Background: an optimization exercise with open tools, aiming at small area and few clock cycles. Do not read the settings as production practice. Only simulation tests tie the RTL to the original design; equivalence was not proved. Power figures rest on the tool's default switching activity, not on a simulated workload.

==> design/flow/design.v <==
package gfq_pkg;
	localparam int CAPACITY    = 64;
	localparam int NUM_GROUPS  = 16;
	localparam int ID_BITS     = 16;
	localparam int GROUP_BITS  = 5;
	localparam int STATUS_BITS = 3;
	localparam int SLOT_W = (CAPACITY > 1) ? $clog2(CAPACITY) : 1;
	localparam int FCNT_W = $clog2(CAPACITY + 1);
	localparam int GRP_W  = (NUM_GROUPS > 1) ? $clog2(NUM_GROUPS) : 1;
	localparam int OCNT_W = $clog2(NUM_GROUPS + 1);
	typedef enum logic [STATUS_BITS-1:0] {
		ST_ENQUEUED = 3'd0,
		ST_IGNORED  = 3'd1,
		ST_DROPPED  = 3'd2,
		ST_DEQUEUED = 3'd3,
		ST_EMPTY    = 3'd4
	} status_t;
	function automatic logic [SLOT_W-1:0] slot_inc(input logic [SLOT_W-1:0] v);
		slot_inc = (v == SLOT_W'(CAPACITY - 1)) ? '0 : v + SLOT_W'(1);
	endfunction
	function automatic logic [GRP_W-1:0] grp_inc(input logic [GRP_W-1:0] v);
		grp_inc = (v == GRP_W'(NUM_GROUPS - 1)) ? '0 : v + GRP_W'(1);
	endfunction
endpackage
import gfq_pkg::*;
module grouped_fifo_queue (
	input  logic                           clk,
	input  logic                           arst_n,
	input  logic                           in_valid,
	output logic                           in_ready,
	input  logic                           kind,
	input  logic [gfq_pkg::ID_BITS-1:0]    member_id,
	input  logic [gfq_pkg::GROUP_BITS-1:0] group,
	output logic                           out_valid,
	input  logic                           out_ready,
	output logic [gfq_pkg::STATUS_BITS-1:0] status,
	output logic [gfq_pkg::ID_BITS-1:0]    out_id
);
	logic [ID_BITS-1:0] slot_member_q [CAPACITY];
	logic [SLOT_W-1:0]  slot_link_q   [CAPACITY];
	logic [SLOT_W-1:0]  free_slots_q  [CAPACITY];
	logic [SLOT_W-1:0]  group_first_q [NUM_GROUPS];
	logic [SLOT_W-1:0]  group_last_q  [NUM_GROUPS];
	logic [FCNT_W-1:0]  group_size_q  [NUM_GROUPS];
	logic [ID_BITS-1:0] head_member_q [NUM_GROUPS];
	logic [SLOT_W-1:0]  head_link_q   [NUM_GROUPS];
	logic [GRP_W-1:0]   order_ring_q [NUM_GROUPS];
	logic [GRP_W-1:0]   order_front_q, order_back_q;
	logic [OCNT_W-1:0]  order_size_q;
	logic [SLOT_W-1:0]  free_rd_q, free_wr_q, free_head_q;
	logic               free_wrapped_q;
	logic [FCNT_W-1:0]  free_count_q;
	logic               pend_valid_q;
	logic [GRP_W-1:0]   pend_group_q;
	logic [ID_BITS-1:0] rd_member_q;
	logic [SLOT_W-1:0]  rd_link_q;
	logic               out_valid_q;
	gfq_pkg::status_t            status_q;
	logic [ID_BITS-1:0] out_id_q;
	logic               fire, grp_ok, do_enq, do_deq, deq_last, pend_hit, fetch;
	logic               push, pop, wrapped_next;
	logic [31:0]        grp_ext;
	logic [GRP_W-1:0]   enq_g, cur_g;
	logic [FCNT_W-1:0]  cur_size;
	logic [SLOT_W-1:0]  cur_first, cur_last, eff_link, rd_next, wr_next;
	logic [ID_BITS-1:0] eff_member;
	gfq_pkg::status_t            res_status;
	assign in_ready  = !out_valid_q || out_ready;
	assign fire      = in_valid && in_ready;
	assign out_valid = out_valid_q;
	assign status    = status_q;
	assign out_id    = out_id_q;
	assign grp_ext  = 32'(group) - 32'd1;
	assign grp_ok   = (group != '0) && (32'(group) <= 32'(NUM_GROUPS));
	assign enq_g    = grp_ext[GRP_W-1:0];
	assign cur_g    = kind ? order_ring_q[order_front_q] : enq_g;
	assign cur_size  = group_size_q[cur_g];
	assign cur_first = group_first_q[cur_g];
	assign cur_last  = group_last_q[cur_g];
	assign pend_hit  = pend_valid_q && (pend_group_q == cur_g);
	assign eff_member = pend_hit ? rd_member_q : head_member_q[cur_g];
	assign eff_link   = pend_hit ? rd_link_q : head_link_q[cur_g];
	assign do_enq   = fire && !kind && grp_ok && (free_count_q != '0);
	assign do_deq   = fire && kind && (order_size_q != '0);
	assign deq_last = (cur_size == FCNT_W'(1));
	assign fetch    = do_deq && !deq_last;
	assign pop  = do_enq;
	assign push = do_deq && (free_count_q < FCNT_W'(CAPACITY));
	assign rd_next = pop ? gfq_pkg::slot_inc(free_rd_q) : free_rd_q;
	assign wr_next = push ? gfq_pkg::slot_inc(free_wr_q) : free_wr_q;
	assign wrapped_next = free_wrapped_q || (push && (free_wr_q == SLOT_W'(CAPACITY - 1)));
	always_comb begin
		if (!kind) begin
			if (!grp_ok)
				res_status = ST_IGNORED;
			else if (free_count_q == '0)
				res_status = ST_DROPPED;
			else
				res_status = ST_ENQUEUED;
		end else begin
			res_status = (order_size_q == '0) ? ST_EMPTY : ST_DEQUEUED;
		end
	end
	always_ff @(posedge clk) begin
		if (do_enq) begin
			slot_member_q[free_head_q] <= member_id;
			if (cur_size != '0)
				slot_link_q[cur_last] <= free_head_q;
		end
		if (fetch) begin
			rd_member_q <= slot_member_q[eff_link];
			rd_link_q   <= slot_link_q[eff_link];
		end
		if (push)
			free_slots_q[free_wr_q] <= cur_first;
	end
	always_ff @(posedge clk) begin
		if (pend_valid_q) begin
			head_member_q[pend_group_q] <= rd_member_q;
			if (!(do_enq && pend_hit && (cur_size == FCNT_W'(1))))
				head_link_q[pend_group_q] <= rd_link_q;
		end
		if (do_enq) begin
			if (cur_size == '0)
				head_member_q[cur_g] <= member_id;
			else if (cur_size == FCNT_W'(1))
				head_link_q[cur_g] <= free_head_q;
		end
		if (do_enq && (cur_size == '0))
			order_ring_q[order_back_q] <= cur_g;
	end
	always_ff @(posedge clk or negedge arst_n) begin
		if (!arst_n) begin
			for (int i = 0; i < NUM_GROUPS; i++) begin
				group_first_q[i] <= '0;
				group_last_q[i]  <= '0;
				group_size_q[i]  <= '0;
			end
			order_front_q  <= '0;
			order_back_q   <= '0;
			order_size_q   <= '0;
			free_rd_q      <= '0;
			free_wr_q      <= '0;
			free_wrapped_q <= 1'b0;
			free_count_q   <= FCNT_W'(CAPACITY);
			free_head_q    <= '0;
			pend_valid_q   <= 1'b0;
			pend_group_q   <= '0;
			out_valid_q    <= 1'b0;
		end else begin
			if (do_enq) begin
				if (cur_size == '0) begin
					group_first_q[cur_g] <= free_head_q;
					order_back_q <= gfq_pkg::grp_inc(order_back_q);
					order_size_q <= order_size_q + OCNT_W'(1);
				end
				group_last_q[cur_g] <= free_head_q;
				group_size_q[cur_g] <= cur_size + FCNT_W'(1);
			end
			if (do_deq) begin
				group_size_q[cur_g] <= cur_size - FCNT_W'(1);
				if (deq_last) begin
					order_front_q <= gfq_pkg::grp_inc(order_front_q);
					order_size_q  <= order_size_q - OCNT_W'(1);
				end else begin
					group_first_q[cur_g] <= eff_link;
				end
			end
			pend_valid_q <= fetch;
			pend_group_q <= cur_g;
			free_rd_q      <= rd_next;
			free_wr_q      <= wr_next;
			free_wrapped_q <= wrapped_next;
			if (push && !pop)
				free_count_q <= free_count_q + FCNT_W'(1);
			else if (pop && !push)
				free_count_q <= free_count_q - FCNT_W'(1);
			if (push && (free_wr_q == rd_next))
				free_head_q <= cur_first;
			else if (wrapped_next || (rd_next < wr_next))
				free_head_q <= free_slots_q[rd_next];
			else
				free_head_q <= rd_next;
			if (fire)
				out_valid_q <= 1'b1;
			else if (out_ready)
				out_valid_q <= 1'b0;
		end
	end
	always_ff @(posedge clk) begin
		if (fire) begin
			status_q <= res_status;
			out_id_q <= (res_status == ST_DEQUEUED) ? eff_member : '0;
		end
	end
endmodule
==> design/flow/run.sh <==
#!/bin/bash
# synth_recipe.tcl (not shown) runs the flow's synth.tcl, then flattens the netlist and writes it again
# the make line also repeats each setting of config.mk as NAME=value (left out here)
make -C /OpenROAD-flow-scripts/flow DESIGN_CONFIG=/design/flow/config.mk WORK_HOME=/design/flow/orfs CLKGATE_MAP_FILE= SYNTH_SCRIPT=/design/flow/synth_recipe.tcl finish
==> design/flow/config.mk <==
export PLATFORM = sky130hd
export DESIGN_NAME = grouped_fifo_queue
export DESIGN_NICKNAME = grouped_fifo_queue
export VERILOG_FILES = /design/flow/design.v
export SDC_FILE = /design/flow/constraint.sdc
export NUM_CORES = 4
export LEC_CHECK = 0
export CAP_MARGIN = 20
export CORE_MARGIN = 2
export CORE_UTILIZATION = 40
export SLEW_MARGIN = 20
==> design/flow/constraint.sdc <==
create_clock -name core_clock -period 8.0 [get_ports {clk}]
set_input_delay 1.6000 -clock core_clock [delete_from_list [all_inputs] [get_ports {clk}]]
set_output_delay 1.6000 -clock core_clock [all_outputs]
set_load 0.01 [all_outputs]
==> results.json <==
{
  "status": "no timing/DRC/antenna violations",
  "htreeDepth": 5,
  "crit_required_ps": 8730,
  "clock-sinks": 2598,
  "rsz0062_at_grt": "false",
  "fin_tns_setup_ps": 0,
  "final_nets": 8455,
  "drt_wl_total_mm": 337,
  "synth_nets": 8301,
  "vias_per_cell": 5.90,
  "cts-resized-gates": 0,
  "max-cap-violations": 0,
  "synth_top_cell_area_share_pct": 61.1,
  "drt_iter0_markers": 9218,
  "vias": 72600,
  "synthMuxAreaShare_pct": 8.58,
  "core_area_um2": 274000,
  "antenna_left": 0,
  "ctsLongestPathBuffers": 4,
  "grt_remaining_overflow": 0,
  "avgSynthCellArea_um2": 13.4,
  "grt_pass1_vias": 69700,
  "end_kind": "flip-flop",
  "die_h_um": 530,
  "cp_top_family": "compound AO/OA/AOI/OAI gates",
  "synth.distinct_cells": 96,
  "grt_util_all_layers_pct": 23.6,
  "drive_above_1_share_pct": 16.3,
  "ys_seq_elements": 2598,
  "finalCriticalPeriod_ps": 7040,
  "io_buffers": 46,
  "crit_chain": "buf_4 > mux2i_1 > a221oi_1 > and3_1 > nor2_4 > inv_2 > buf_4 > nor2_1 > and3_1 > a2111oi_1 > buf_4 > o31a_2 > buf_12 > buf_4 > a21oi_1 > a221oi_1 > a31oi_1 > a311o_1 > nor4b_1",
  "critPathKind": "flip-flop to flip-flop",
  "finalInstanceArea_um2": 126000,
  "hold_viol_final": 0,
  "synth_seq_area_share_pct": 69.0,
  "first_pass_iters": 6,
  "postPlaceCellArea_um2": 117000,
  "cp.arrival_ps": 7760,
  "met1_usage_pct": 33.2,
  "leakage_nw": 43.6,
  "slowest_stage": "dfrtp_1",
  "netlist_instances": 8250,
  "dpl.hpwl_mm": 207,
  "clockRootBuffer": "clkbuf_16",
  "io_pins": 47,
  "setup_viol": 0,
  "synth_xor_area_share_pct": 0.309,
  "slew_headroom_pct": 24.0,
  "grt_pass1_wl_mm": 489,
  "postCtsSetupBuffers": 0,
  "grt-busiest-layer": "met2",
  "ys_warn_count": 4,
  "slowest_delay_ps": 990,
  "finalMaxSlewViolations": 0,
  "antenna_found_initial": 13,
  "insertion_delay_ps": 970,
  "synth_simple_gate_area_share_pct": 11.3,
  "synth_area_leaders": "edfxtp_1 61%, dfrtp_1 7.9%, nand2_1 5.4%",
  "initial_core_util_pct": 40.3,
  "cp_max_fo": 76,
  "cp_common_cell": "buf_4",
  "die_w_um": 530,
  "met3_usage_pct": 4.25,
  "synth_compound_area_share_pct": 8.18,
  "synth_largest_area_cell": "edfxtp_1",
  "detail_route.wl_per_cell_um": 27.4,
  "synth_edf_count": 2249,
  "finalClockSkew_ps": 73.1,
  "syn_area_um2": 110000,
  "clock.fmax_ghz": 0.142,
  "globalplace.congestion": 0.972,
  "synth_top_family_by_area": "simple AND/OR/NAND/NOR gates",
  "async_reset_ff_share_pct": 13.4,
  "vdd_ir_drop_max_uv": 427,
  "synth-adder-area-share_pct": 0.290,
  "numCtsBuffers": 290,
  "areaGrowthSynthToFinish_pct": 13.9,
  "p_per_area_nw_per_um2": 393,
  "critPathLaunchType": "flip-flop",
  "tightest_slew_ps": 1140,
  "min_path_type": "flip-flop to flip-flop",
  "rows": 192,
  "fillCellCount": 24100,
  "cts_tree": "built",
  "synth_flop_cell": "edfxtp_1",
  "grt_max_degree": 153,
  "post-route-period-util_pct": 88.0,
  "die_area_um2": 280000,
  "cts_hold_buf": 0,
  "final_util_pct": 45.9,
  "path_buf_inv": 6,
  "grt_use_met2_pct": 36.5,
  "drcViolationCount": 0,
  "clk_pin_slew_ps": 60
}
cells in the final DEF, fill, tap and decap left out, types with 53 or more instances in the layout:
| cell | count |
|---|---|
| nand2_1 | 1590 |
| nand4_1 | 54 |
| a32oi_1 | 107 |
| mux4_2 | 105 |
| buf_4 | 375 |
| a211oi_1 | 56 |
| nor2_1 | 410 |
| o22a_1 | 53 |
| mux2i_1 | 192 |
| mux2_1 | 61 |
| edfxtp_1 | 2249 |
| a22oi_1 | 89 |
| and3_1 | 66 |
| clkbuf_1 | 65 |
| mux2_2 | 398 |
| o21ai_0 | 126 |
| a21oi_1 | 413 |
| clkbuf_16 | 298 |
| a31oi_1 | 63 |
| a2bb2oi_1 | 81 |
| dfrtp_1 | 342 |
| nand3_1 | 578 |
cell usage after synthesis, types with 26 or more instances:
master and n:
a211oi_1 56, a21oi_1 413, a221oi_1 48, a22oi_1 89, a2bb2oi_1 81, a31oi_1 65, a32oi_1 107, and2_1 38
and3_1 66, buf_1 96, buf_2 128, clkbuf_1 336, dfrtp_1 348, edfxtp_1 2249, inv_1 30, mux2_1 61
mux2_2 398, mux2i_1 194, mux4_2 105, nand2_1 1591, nand3_1 579, nand4_1 54, nor2_1 422, o211ai_1 31
o21ai_0 142, o22a_1 58, o22ai_1 34, or3_1 26, xnor2_1 28
layout make-up:
class | count | area (um^2) | area share (%)
sequential | 2598 | 76300 | 60.6
multi-input combinational | 5042 | 32000 | 25.4
clock buffer | 373 | 7840 | 6.23
tap | 3686 | 4610 | 3.66
timing repair buffer | 435 | 3720 | 2.96
clock inverter | 122 | 1220 | 0.969
inverter | 37 | 149 | 0.118
antenna | 9 | 22.5 | 0.0179
per-layer routing:
metal  vias to the layer above  share of wire, %
met5                         -            0.0039
met4                         2               3.8
met3                       614               9.0
met2                      3700                46
met1                     36900                42
li1                      31400                 -
metrics by stage:
step,power [mW],hold WS (ps),cells,worst slack (ps)
after detailed placement,36.5,441,11800,120
after floorplan,28.9,427,8250,1310
after CTS,49.4,457,12300,879
after global placement,36.2,436,11800,114
final,49.4,474,12300,963
after global routing,51.4,479,12300,590
cell families after synthesis:
group | after synthesis
adder cells (fa/ha/maj) | 25
flip-flops | 2598
AO/OA/AOI/OAI | 1317
buffers and inverters | 610
AND/OR/NAND/NOR | 2903
XOR/XNOR | 39
multiplexers | 758
flip-flops by register name, summed over array words and instances (netlist names), 16 cells and up:
signal	count
group_first_q	96
order_ring_q	64
group_last_q	96
out_id_q	16
free_slots_q	384
slot_member_q	1024
head_link_q	96
head_member_q	256
slot_link_q	384
group_size_q	112
rd_member_q	16
final timing paths:
path | startpoint | cells after the start | slack (ps) | to
max reg2reg | order_front_q[1]$_DFFE_PN0P_ | 19 | 960 | rd_link_q[1]$_DFFE_PP_
max in group asynchronous | arst_n | 2 | 5810 | free_head_q[4]$_DFF_PN0_
min | free_wrapped_q$_DFF_PN0_ | 1 | 470 | free_wrapped_q$_DFF_PN0_
min in group asynchronous | arst_n | 1 | 690 | group_size_q[11][6]$_DFF_PN0_
min reg2reg | free_wrapped_q$_DFF_PN0_ | 1 | 470 | free_wrapped_q$_DFF_PN0_
max | order_front_q[1]$_DFFE_PN0P_ | 19 | 960 | rd_link_q[1]$_DFFE_PP_
power breakdown:
group / total (mW) / internal (mW) / switching [mW]
Combinational: 18.6 / 6.00 / 12.6
Clock: 13.0 / 7.66 / 5.31
Sequential: 17.8 / 16.9 / 0.941
Testbench counts, summed over its fixed seeds: cycles 32,008.

==> what the ideal ports hide <==
No port has a modelled driver above. Below, the same layout with a new extraction and two added sets of constraints. Step 1 sets driving cells, clkbuf_16 on the clock port and buf_2 on the other inputs (assumed; they add their load-dependent delay and slew). Step 2 adds t to the input delays and takes it off the output delays; t is the mean of the earliest and latest rising clock arrival at the registers after step 1. Input paths then give back, and output paths get back, about the clock's delay inside the block. Three values: ideal, step 1, step 2; two values: the first two.
t (ns): 1.033
setup slack, ns: 0.963 / 0.963 / 0.032
hold WS [ns]: 0.474 / 0.474 / 0.474
cell pins on the clock port's net: 1
After both steps setup and hold are still met in this run. For this run, drivers alone change the setup slack by 0.000 ns; drivers and shift together by -0.931 ns.
